What follows belongs to an exercise in optimizing a design on an open flow for a short achievable clock period and few clock cycles; a production flow would make more cautious choices. In this exercise RTL edits were held to simulation tests only and were not proved equivalent to the original.

==> 08-01 <==
==> flow/design.v <==
`default_nettype none
package cpuPkg;
	localparam int dataW = 16;
	localparam int regAddrW = 4;
	localparam int regCount = 1 << regAddrW;
	typedef enum logic [3:0] {
		ADD = 4'h0,
		SUB = 4'h1,
		XOR = 4'h2,
		AND = 4'h3,
		LW  = 4'h8,
		SW  = 4'h9,
		LHB = 4'ha,
		LLB = 4'hb,
		B   = 4'hc,
		HLT = 4'hf
	} opcodeE;
	typedef struct packed {
		opcodeE opcode;
		logic [regAddrW-1:0] rd;
		logic [regAddrW-1:0] rs;
		logic [regAddrW-1:0] rt;
	} rTypeT;
	typedef struct packed {
		opcodeE opcode;
		logic [regAddrW-1:0] rd;
		logic [7:0] imm8;
	} immTypeT;
	typedef struct packed {
		opcodeE opcode;
		logic [2:0] cond;
		logic signed [8:0] offset;
	} brTypeT;
	typedef union packed {
		rTypeT rType;
		immTypeT immType;
		brTypeT brType;
	} instrU;
	typedef struct packed {
		logic n;
		logic v;
		logic z;
	} flagsT;
	typedef struct packed {
		logic valid;
		instrU instr;
		logic [dataW-1:0] pcNext;
		logic [dataW-1:0] srcA;
		logic [dataW-1:0] srcB;
		logic [regAddrW-1:0] rsIdx;
		logic [regAddrW-1:0] rtIdx;
		logic regWrite;
		logic memRead;
		logic memWrite;
		logic isBranch;
		logic isHalt;
	} decExT;
	typedef struct packed {
		logic valid;
		logic [dataW-1:0] aluOut;
		logic [dataW-1:0] storeData;
		logic [regAddrW-1:0] rd;
		logic regWrite;
		logic memRead;
		logic memWrite;
		logic isHalt;
	} exResT;
	typedef struct packed {
		logic [dataW-1:0] addr;
		logic [dataW-1:0] wdata;
		logic write;
	} memCmdT;
	typedef struct packed {
		logic en;
		logic [regAddrW-1:0] rd;
		logic [dataW-1:0] data;
	} wbT;
	localparam logic [2:0] NE = 3'b000;
	localparam logic [2:0] EQ = 3'b001;
	localparam logic [2:0] GT = 3'b010;
	localparam logic [2:0] LT = 3'b011;
	localparam logic [2:0] GE = 3'b100;
	localparam logic [2:0] LE = 3'b101;
	localparam logic [2:0] OV = 3'b110;
	localparam logic [2:0] UN = 3'b111;
endpackage
`default_nettype wire
`timescale 1ns/1ns
`default_nettype none
module pfxAdd16 (
	input wire logic [15:0] a,
	input wire logic [15:0] b,
	input wire logic cin,
	output logic [15:0] s,
	output logic c15,
	output logic c16
);
	logic [15:0] p0;
	logic [15:0] g [5];
	logic [15:0] p [5];
	always_comb begin
		p0 = a ^ b;
		g[0] = a & b;
		g[0][0] = (a[0] & b[0]) | (p0[0] & cin);
		p[0] = p0;
		for (int l = 0; l < 4; l++) begin
			for (int i = 0; i < 16; i++) begin
				if (i >= (1 << l)) begin
					g[l + 1][i] = g[l][i] | (p[l][i] & g[l][i - (1 << l)]);
					p[l + 1][i] = p[l][i] & p[l][i - (1 << l)];
				end else begin
					g[l + 1][i] = g[l][i];
					p[l + 1][i] = p[l][i];
				end
			end
		end
		s = p0 ^ {g[4][14:0], cin};
		c15 = g[4][14];
		c16 = g[4][15];
	end
endmodule
`default_nettype wire
`timescale 1ns/1ns
`default_nettype none
module cpu (
	input wire logic clk,
	input wire logic arstN,
	output logic [cpuPkg::dataW-1:0] pc,
	input wire cpuPkg::instrU instr,
	output logic memReq,
	output cpuPkg::memCmdT memCmd,
	input wire logic memAck,
	input wire logic [cpuPkg::dataW-1:0] memRdata,
	output logic hlt
);
	localparam int QN = 4;
	logic [15:0] pcReg;
	logic haltF;
	logic hValid;
	logic [15:0] hIw;
	logic hltReg;
	logic fN, fV, fZ;
	logic eValid;
	logic wValid;
	logic [3:0] wRd;
	logic [15:0] wRes;
	logic wAs, wOvf, wSign;
	logic [15:0] wSum, wOther;
	logic eAs, eSub, eXor, eAnd, eLlb, eLhb, eLw, eSw;
	logic eWr;
	logic [3:0] eRd;
	logic [7:0] eImm;
	logic [15:0] eA, eBt, eBd;
	logic [15:0] eWrOH;
	logic reqReg;
	logic [QN-1:0] qV;
	logic [15:0] qAddr [QN];
	logic [15:0] qData [QN];
	logic qWrite [QN];
	logic [3:0] qRd [QN];
	logic [15:0] qRdOH [QN];
	logic [15:0] pend;
	logic [15:0] eLdOH;
	always_comb begin
		pend = (eValid && eLw) ? eLdOH : 16'h0;
		for (int i = 0; i < QN; i++)
			if (qV[i])
				pend = pend | qRdOH[i];
	end
	logic [15:0] regs [1:15];
	logic [15:0] rfv [16];
	always_comb begin
		rfv[0] = 16'h0;
		for (int i = 1; i < 16; i++)
			rfv[i] = regs[i];
	end
	logic [15:0] bOp;
	logic [16:0] wide;
	logic ovf;
	logic [15:0] asRes;
	logic aN, aV, aZ;
	logic eSetsFlags;
	logic eMem;
	logic [15:0] sum;
	logic c15, c16;
	assign bOp = eBt;
	pfxAdd16 aluAdd (
		.a(eA),
		.b(bOp),
		.cin(eSub),
		.s(sum),
		.c15(c15),
		.c16(c16)
	);
	assign wide = {eA[15] ^ bOp[15] ^ c16, sum};
	assign ovf = c16 ^ c15;
	assign wRes = !wAs ? wOther : wOvf ? {wSign, {15{!wSign}}} : wSum;
	logic [15:0] otherRes;
	always_comb begin
		otherRes = 16'h0;
		if (eXor)
			otherRes = otherRes | (eA ^ eBt);
		if (eAnd)
			otherRes = otherRes | (eA & eBt);
		if (eLlb)
			otherRes = otherRes | {8'h00, eImm};
		if (eLhb)
			otherRes = otherRes | {eImm, eBd[7:0]};
	end
	logic zAdd, zSub, zXor;
	assign zSub = (eA ^ eBt) == 16'hffff;
	assign zXor = eA == eBt;
	assign zAdd = ((eA ^ eBt) == {eA[14:0] | eBt[14:0], 1'b0}) && !(eA[15] && eBt[15]);
	always_comb begin
		if (eAs) begin
			aN = wide[16];
			aV = ovf;
			aZ = eSub ? zSub : zAdd;
		end else if (eXor) begin
			aN = eA[15] ^ eBt[15];
			aV = 1'b0;
			aZ = zXor;
		end else begin
			aN = eA[15] & eBt[15];
			aV = 1'b0;
			aZ = (eA & eBt) == 16'h0;
		end
	end
	assign eSetsFlags = eValid && (eAs || eXor || eAnd);
	assign eMem = eValid && (eLw || eSw);
	logic [15:0] eAddr;
	assign eAddr = eA + {12'h000, eImm[3:0]};
	logic done;
	logic ldDone;
	logic [3:0] ldRd;
	logic push;
	assign done = reqReg && memAck;
	assign ldDone = done && !qWrite[0];
	assign ldRd = qRd[0];
	assign push = eMem;
	assign memReq = reqReg;
	assign memCmd.addr = qAddr[0];
	assign memCmd.wdata = qData[0];
	assign memCmd.write = qWrite[0];
	logic [15:0] iw;
	logic [3:0] dOp, dRd, dRs, dRt, dBIdx;
	logic dAlu, dLw, dSw, dLhb, dLlb, dBr, dHlt;
	logic dUsesA, dUsesB, dWrites;
	logic [15:0] dA;
	logic dAdvance;
	logic taken;
	logic bN, bV, bZ;
	assign iw = hValid ? hIw : instr;
	assign dOp = iw[15:12];
	assign dRd = iw[11:8];
	assign dRs = iw[7:4];
	assign dRt = iw[3:0];
	assign dAlu = dOp[3:2] == 2'b00;
	assign dLw = dOp == 4'h8;
	assign dSw = dOp == 4'h9;
	assign dLhb = dOp == 4'ha;
	assign dLlb = dOp == 4'hb;
	assign dBr = dOp == 4'hc;
	assign dHlt = dOp == 4'hf;
	assign dUsesA = dAlu || dLw || dSw;
	assign dUsesB = dAlu || dSw || dLhb;
	assign dBIdx = (dSw || dLhb) ? dRd : dRt;
	assign dWrites = dAlu || dLw || dLhb || dLlb;
	function automatic logic [15:0] readReg(input logic [3:0] idx);
		logic [15:0] base;
		logic hitW, hitL;
		base = rfv[idx];
		hitW = wValid && wRd == idx;
		hitL = ldDone && ldRd == idx && idx != 4'h0;
		readReg = hitW ? wRes : hitL ? memRdata : base;
	endfunction
	logic [15:0] dBt, dBd;
	assign dA = readReg(dRs);
	assign dBt = readReg(dRt);
	assign dBd = readReg(dRd);
	function automatic logic hazFor(input logic ack);
		logic [15:0] busyL, busyR;
		busyL = pend & ~({16{ack && reqReg}} & qRdOH[0]);
		busyR = busyL | (eValid ? eWrOH : 16'h0);
		hazFor = (dUsesA && busyR[dRs]) || (dAlu && busyR[dRt]) || ((dSw || dLhb) && busyR[dRd])
			|| (dWrites && busyL[dRd]);
	endfunction
	function automatic logic condHolds(input logic [2:0] c, input logic n, input logic v, input logic z);
		case (c)
			3'd0: condHolds = !z;
			3'd1: condHolds = z;
			3'd2: condHolds = !z && !n;
			3'd3: condHolds = n;
			3'd4: condHolds = z || !n;
			3'd5: condHolds = n || z;
			3'd6: condHolds = v;
			default: condHolds = 1'b1;
		endcase
	endfunction
	logic predict;
	logic bPend, bPredT;
	logic [2:0] bCond;
	logic [15:0] bAlt;
	logic mis;
	logic fBr;
	assign fBr = instr[15:12] == 4'hc;
	assign predict = eSetsFlags && instr[11:9] != 3'd7;
	assign taken = predict ? instr[8] : condHolds(instr[11:9], fN, fV, fZ);
	assign mis = bPend && (condHolds(bCond, fN, fV, fZ) != bPredT);
	logic dMem;
	assign dMem = dLw || dSw;
	function automatic logic advFor(input logic ack);
		logic full;
		if (ack && reqReg)
			full = eMem && qV[QN - 1];
		else
			full = qV[QN - 1] || (eMem && qV[QN - 2]);
		advFor = !haltF && !hazFor(ack) && !(dMem && full) && !mis;
	endfunction
	logic adv0, adv1;
	assign adv0 = advFor(1'b0);
	assign adv1 = advFor(1'b1);
	assign dAdvance = memAck ? adv1 : adv0;
	logic [15:0] pcInc;
	logic [15:0] pcBr;
	assign pcInc = pcReg + 16'd1;
	logic brC15, brC16;
	pfxAdd16 brAdd (
		.a(pcReg),
		.b({{7{instr[8]}}, instr[8:0]}),
		.cin(1'b1),
		.s(pcBr),
		.c15(brC15),
		.c16(brC16)
	);
	assign pc = pcReg;
	assign hlt = hltReg;
	logic [QN-1:0] qAfterPop;
	logic [QN-1:0] qVNext;
	logic haltNext;
	assign qAfterPop = done ? qV >> 1 : qV;
	assign qVNext = push ? {qAfterPop[QN-2:0], 1'b1} : qAfterPop;
	assign haltNext = haltF || (dAdvance && dHlt);
	always_ff @(posedge clk or negedge arstN) begin
		if (!arstN) begin
			pcReg <= '0;
			haltF <= 1'b0;
			hltReg <= 1'b0;
			fN <= 1'b0;
			fV <= 1'b0;
			fZ <= 1'b0;
			eValid <= 1'b0;
			wValid <= 1'b0;
			bPend <= 1'b0;
			hValid <= 1'b0;
			reqReg <= 1'b0;
			qV <= '0;
			for (int i = 1; i < 16; i++)
				regs[i] <= '0;
		end else begin
			if (eSetsFlags) begin
				fN <= aN;
				fV <= aV;
				fZ <= aZ;
			end
			for (int i = 1; i < 16; i++) begin
				if (ldDone && ldRd == 4'(i))
					regs[i] <= memRdata;
				else if (wValid && wRd == 4'(i))
					regs[i] <= wRes;
			end
			reqReg <= !memAck && qVNext[0];
			hltReg <= haltNext && !qVNext[0];
			qV <= qVNext;
			eValid <= dAdvance && (dAlu || dLw || dSw || dLhb || dLlb);
			wValid <= eValid && eWr;
			bPend <= dAdvance && dBr && predict;
			if (mis)
				pcReg <= bAlt;
			else if (!hValid && !haltF) begin
				if (fBr && taken)
					pcReg <= pcBr;
				else
					pcReg <= pcInc;
			end
			hValid <= !dAdvance && !mis && !haltF;
			haltF <= haltNext;
		end
	end
	always_ff @(posedge clk) begin
		for (int i = 0; i < QN; i++) begin
			if (push && !qAfterPop[i] && (i == 0 || qAfterPop[(i + QN - 1) % QN])) begin
				qAddr[i] <= eAddr;
				qData[i] <= eBd;
				qWrite[i] <= eSw;
				qRd[i] <= eRd;
				qRdOH[i] <= eLw ? eLdOH : 16'h0;
			end else if (done && i < QN - 1) begin
				qAddr[i] <= qAddr[(i + 1) % QN];
				qData[i] <= qData[(i + 1) % QN];
				qWrite[i] <= qWrite[(i + 1) % QN];
				qRd[i] <= qRd[(i + 1) % QN];
				qRdOH[i] <= qRdOH[(i + 1) % QN];
			end
		end
		if (!hValid)
			hIw <= instr;
		wRd <= eRd;
		wAs <= eAs;
		wOvf <= ovf;
		wSign <= wide[16];
		wSum <= sum;
		wOther <= otherRes;
		bPredT <= taken;
		bCond <= instr[11:9];
		bAlt <= taken ? pcInc : pcBr;
		begin
			eAs <= dOp[3:1] == 3'b000;
			eSub <= dOp == 4'h1;
			eXor <= dOp == 4'h2;
			eAnd <= dOp == 4'h3;
			eLlb <= dLlb;
			eLhb <= dLhb;
			eLw <= dLw;
			eSw <= dSw;
			eWr <= (dAlu || dLhb || dLlb) && dRd != 4'h0;
			eRd <= dRd;
			eImm <= iw[7:0];
			eWrOH <= (dAlu || dLhb || dLlb) ? 16'(1) << dRd & 16'hfffe : 16'h0;
			eLdOH <= 16'(1) << dRd & 16'hfffe;
			eA <= dA;
			eBt <= (dOp == 4'h1) ? ~dBt : dBt;
			eBd <= dBd;
		end
	end
endmodule
`default_nettype wire
==> flow/run.sh <==
#!/bin/bash
# synth_recipe.tcl (not shown) runs the flow's synth.tcl, then flattens the netlist and writes it again
# the make line also repeats each setting of config.mk as NAME=value (left out here)
make -C /OpenROAD-flow-scripts/flow DESIGN_CONFIG=/design/flow/config.mk WORK_HOME=/design/flow/orfs CLKGATE_MAP_FILE= SYNTH_SCRIPT=/design/flow/synth_recipe.tcl finish
==> flow/config.mk <==
export PLATFORM = sky130hd
export DESIGN_NAME = cpu
export DESIGN_NICKNAME = cpu
export VERILOG_FILES = /design/flow/design.v
export SDC_FILE = /design/flow/constraint.sdc
export NUM_CORES = 4
export LEC_CHECK = 0
export ABC_CLOCK_PERIOD_IN_PS = 1000
export CAP_MARGIN = 20
export CORE_MARGIN = 2
export CORE_UTILIZATION = 40
export SETUP_SLACK_MARGIN = 4.5
export SLEW_MARGIN = 20
==> flow/constraint.sdc <==
create_clock -name core_clock -period 7.2 [get_ports {clk}]
set_input_delay 1.4400 -clock core_clock [delete_from_list [all_inputs] [get_ports {clk}]]
set_output_delay 1.4400 -clock core_clock [all_outputs]
set_load 0.01 [all_outputs]
==> 02-26 (differences from 08-01) <==
==> flow/design.v, changed modules only <==
module cpu (
	input wire logic clk,
	input wire logic arstN,
	output logic [cpuPkg::dataW-1:0] pc,
	input wire cpuPkg::instrU instr,
	output logic memReq,
	output cpuPkg::memCmdT memCmd,
	input wire logic memAck,
	input wire logic [cpuPkg::dataW-1:0] memRdata,
	output logic hlt
);
	localparam int QN = 4;
	logic [15:0] pcReg;
	logic haltF;
	logic hltReg;
	logic fN, fV, fZ;
	logic eValid;
	logic wValid;
	logic [3:0] wRd;
	logic [15:0] wRes;
	logic eAs, eSub, eXor, eAnd, ePass, eLw, eSw;
	logic eWr;
	logic [3:0] eRd;
	logic [3:0] eOff;
	logic [15:0] eA, eB;
	logic reqReg;
	logic [2:0] qCount;
	logic [15:0] qAddr [QN];
	logic [15:0] qData [QN];
	logic qWrite [QN];
	logic [3:0] qRd [QN];
	logic [15:0] pend;
	logic [15:0] regs [1:15];
	logic [15:0] rfv [16];
	always_comb begin
		rfv[0] = 16'h0;
		for (int i = 1; i < 16; i++)
			rfv[i] = regs[i];
	end
	logic [15:0] bOp;
	logic [16:0] wide;
	logic ovf;
	logic [15:0] asRes;
	logic [15:0] aluRes;
	logic aN, aV, aZ;
	logic eSetsFlags;
	logic eMem;
	logic [15:0] sum;
	logic c15, c16;
	assign bOp = eB;
	pfxAdd16 aluAdd (
		.a(eA),
		.b(bOp),
		.cin(eSub),
		.s(sum),
		.c15(c15),
		.c16(c16)
	);
	assign wide = {eA[15] ^ bOp[15] ^ c16, sum};
	assign ovf = c16 ^ c15;
	assign asRes = ovf ? {wide[16], {15{!wide[16]}}} : wide[15:0];
	always_comb begin
		aluRes = 16'h0;
		if (eAs)
			aluRes = aluRes | asRes;
		if (eXor)
			aluRes = aluRes | (eA ^ eB);
		if (eAnd)
			aluRes = aluRes | (eA & eB);
		if (ePass)
			aluRes = aluRes | eB;
	end
	logic zAdd, zSub, zXor;
	assign zSub = (eA ^ eB) == 16'hffff;
	assign zXor = eA == eB;
	assign zAdd = ((eA ^ eB) == {eA[14:0] | eB[14:0], 1'b0}) && !(eA[15] && eB[15]);
	always_comb begin
		if (eAs) begin
			aN = wide[16];
			aV = ovf;
			aZ = eSub ? zSub : zAdd;
		end else if (eXor) begin
			aN = eA[15] ^ eB[15];
			aV = 1'b0;
			aZ = zXor;
		end else begin
			aN = eA[15] & eB[15];
			aV = 1'b0;
			aZ = (eA & eB) == 16'h0;
		end
	end
	assign eSetsFlags = eValid && (eAs || eXor || eAnd);
	assign eMem = eValid && (eLw || eSw);
	logic [15:0] eAddr;
	assign eAddr = eA + {12'h000, eOff};
	logic done;
	logic ldDone;
	logic [3:0] ldRd;
	logic push;
	assign done = reqReg && memAck;
	assign ldDone = done && !qWrite[0];
	assign ldRd = qRd[0];
	assign push = eMem;
	assign memReq = reqReg;
	assign memCmd.addr = qAddr[0];
	assign memCmd.wdata = qData[0];
	assign memCmd.write = qWrite[0];
	logic [15:0] iw;
	logic [3:0] dOp, dRd, dRs, dRt, dBIdx;
	logic dAlu, dLw, dSw, dLhb, dLlb, dBr, dHlt;
	logic dUsesA, dUsesB, dWrites;
	logic [15:0] dA, dB;
	logic dAdvance;
	logic taken;
	logic bN, bV, bZ;
	assign iw = instr;
	assign dOp = iw[15:12];
	assign dRd = iw[11:8];
	assign dRs = iw[7:4];
	assign dRt = iw[3:0];
	assign dAlu = dOp[3:2] == 2'b00;
	assign dLw = dOp == 4'h8;
	assign dSw = dOp == 4'h9;
	assign dLhb = dOp == 4'ha;
	assign dLlb = dOp == 4'hb;
	assign dBr = dOp == 4'hc;
	assign dHlt = dOp == 4'hf;
	assign dUsesA = dAlu || dLw || dSw;
	assign dUsesB = dAlu || dSw || dLhb;
	assign dBIdx = (dSw || dLhb) ? dRd : dRt;
	assign dWrites = dAlu || dLw || dLhb || dLlb;
	function automatic logic [15:0] readReg(input logic [3:0] idx);
		logic [15:0] base;
		logic hitW, hitL;
		base = rfv[idx];
		hitW = wValid && wRd == idx;
		hitL = ldDone && ldRd == idx && idx != 4'h0;
		readReg = hitW ? wRes : hitL ? memRdata : base;
	endfunction
	logic [15:0] dBt, dBd;
	assign dA = readReg(dRs);
	assign dBt = readReg(dRt);
	assign dBd = readReg(dRd);
	assign dB = (dSw || dLhb) ? dBd : dBt;
	logic ldOnAck;
	assign ldOnAck = reqReg && !qWrite[0];
	function automatic logic hazFor(input logic ack);
		logic [15:0] busyL, busyR;
		for (int r = 0; r < 16; r++) begin
			busyL[r] = pend[r] && !(ack && ldOnAck && ldRd == 4'(r));
			busyR[r] = busyL[r] || (eValid && eWr && eRd == 4'(r));
		end
		hazFor = (dUsesA && busyR[dRs]) || (dAlu && busyR[dRt]) || ((dSw || dLhb) && busyR[dRd])
			|| (dWrites && busyL[dRd]);
	endfunction
	function automatic logic condHolds(input logic [2:0] c, input logic n, input logic v, input logic z);
		case (c)
			3'd0: condHolds = !z;
			3'd1: condHolds = z;
			3'd2: condHolds = !z && !n;
			3'd3: condHolds = n;
			3'd4: condHolds = z || !n;
			3'd5: condHolds = n || z;
			3'd6: condHolds = v;
			default: condHolds = 1'b1;
		endcase
	endfunction
	logic predict;
	logic bPend, bPredT;
	logic [2:0] bCond;
	logic [15:0] bAlt;
	logic mis;
	assign predict = eSetsFlags && iw[11:9] != 3'd7;
	assign taken = predict ? iw[8] : condHolds(iw[11:9], fN, fV, fZ);
	assign mis = bPend && (condHolds(bCond, fN, fV, fZ) != bPredT);
	logic dMem;
	assign dMem = dLw || dSw;
	function automatic logic advFor(input logic ack);
		logic full;
		full = qCount - {2'b00, ack && reqReg} + {2'b00, eMem} == 3'(QN);
		advFor = !haltF && !hazFor(ack) && !(dMem && full) && !mis;
	endfunction
	logic adv0, adv1;
	assign adv0 = advFor(1'b0);
	assign adv1 = advFor(1'b1);
	assign dAdvance = memAck ? adv1 : adv0;
	logic [15:0] pcInc;
	logic [15:0] pcBr;
	assign pcInc = pcReg + 16'd1;
	logic brC15, brC16;
	pfxAdd16 brAdd (
		.a(pcReg),
		.b({{7{iw[8]}}, iw[8:0]}),
		.cin(1'b1),
		.s(pcBr),
		.c15(brC15),
		.c16(brC16)
	);
	assign pc = pcReg;
	assign hlt = hltReg;
	logic [2:0] qCountNext;
	logic haltNext;
	assign qCountNext = qCount - {2'b00, done} + {2'b00, push};
	assign haltNext = haltF || (dAdvance && dHlt);
	always_ff @(posedge clk or negedge arstN) begin
		if (!arstN) begin
			pcReg <= '0;
			haltF <= 1'b0;
			hltReg <= 1'b0;
			fN <= 1'b0;
			fV <= 1'b0;
			fZ <= 1'b0;
			eValid <= 1'b0;
			wValid <= 1'b0;
			bPend <= 1'b0;
			reqReg <= 1'b0;
			qCount <= '0;
			pend <= '0;
			for (int i = 1; i < 16; i++)
				regs[i] <= '0;
		end else begin
			if (eSetsFlags) begin
				fN <= aN;
				fV <= aV;
				fZ <= aZ;
			end
			for (int i = 1; i < 16; i++) begin
				if (ldDone && ldRd == 4'(i))
					regs[i] <= memRdata;
				else if (wValid && wRd == 4'(i))
					regs[i] <= wRes;
			end
			reqReg <= !memAck && qCountNext != 3'd0;
			hltReg <= haltNext && qCountNext == 3'd0;
			qCount <= qCountNext;
			begin : scoreboard
				logic [15:0] p;
				p = pend;
				if (ldDone)
					p[ldRd] = 1'b0;
				if (dAdvance && dLw && dRd != 4'h0)
					p[dRd] = 1'b1;
				pend <= p;
			end
			eValid <= dAdvance && (dAlu || dLw || dSw || dLhb || dLlb);
			wValid <= eValid && eWr;
			bPend <= dAdvance && dBr && predict;
			if (mis)
				pcReg <= bAlt;
			else if (dAdvance) begin
				if (dBr && taken)
					pcReg <= pcBr;
				else
					pcReg <= pcInc;
			end
			haltF <= haltNext;
		end
	end
	always_ff @(posedge clk) begin
		for (int i = 0; i < QN; i++) begin
			if (push && qCount - {2'b00, done} == 3'(i)) begin
				qAddr[i] <= eAddr;
				qData[i] <= eB;
				qWrite[i] <= eSw;
				qRd[i] <= eRd;
			end else if (done && i < QN - 1) begin
				qAddr[i] <= qAddr[(i + 1) % QN];
				qData[i] <= qData[(i + 1) % QN];
				qWrite[i] <= qWrite[(i + 1) % QN];
				qRd[i] <= qRd[(i + 1) % QN];
			end
		end
		wRd <= eRd;
		wRes <= aluRes;
		bPredT <= taken;
		bCond <= iw[11:9];
		bAlt <= taken ? pcInc : pcBr;
		begin
			eAs <= dOp[3:1] == 3'b000;
			eSub <= dOp == 4'h1;
			eXor <= dOp == 4'h2;
			eAnd <= dOp == 4'h3;
			ePass <= dLhb || dLlb;
			eLw <= dLw;
			eSw <= dSw;
			eWr <= (dAlu || dLhb || dLlb) && dRd != 4'h0;
			eRd <= dRd;
			eOff <= dRt;
			eA <= dA;
			eB <= dLlb ? {8'h00, iw[7:0]} : dLhb ? {iw[7:0], dB[7:0]} : (dOp == 4'h1) ? ~dB : dB;
		end
	end
endmodule
==> notes <==
In 08-01 the flip-flop and latch count is higher than in 02-26, by 123. Between 08-01 and 02-26, the lower routed wire length is in 02-26 (gap 11%, measured against 02-26). Of 02-26 and 08-01, 08-01 has the higher clock-buffer cell count (gap 28). Of 02-26 and 08-01, 08-01 has the higher sequential share of layout area (gap 3.0 points).
Testbench counts of 08-01, summed over its fixed seeds: cycles 38,951.
Testbench counts of 02-26, summed over its fixed seeds: cycles 38,951.

[afterwards: timing with drivers on the ports]
In the flow no input, the clock included, has a driving cell. The finished layouts below were timed again as built, in two steps.
Step 1, drivers: a clkbuf_16 drives clk and a buf_2 each remaining input, both assumed.
Step 2 adds t to the input delays and takes it off the output delays; t is the mean of the earliest and latest rising clock arrival at the registers after step 1. Input paths then give back, and output paths get back, about the clock's delay inside the block.
a / b / c = ideal ports / drivers / drivers and shift; a / b = the first two.
run | t, ns | setup WS [ns] | hold slack, ns | worst setup path at the end | worst data-port slew with drivers (ns)
08-01 | 0.712 | 4.081 / 4.115 / 3.403 | 0.420 / 0.420 / 0.420 | input to register | 0.18
02-26 | 0.713 | 3.901 / 3.901 / 3.200 | 0.429 / 0.429 / 0.429 | input to register | 0.16
After both steps every run listed still meets setup and hold. The setup slack of 02-26, which loses most, moves by 0.000 ns with the drivers and by -0.701 ns with both steps.
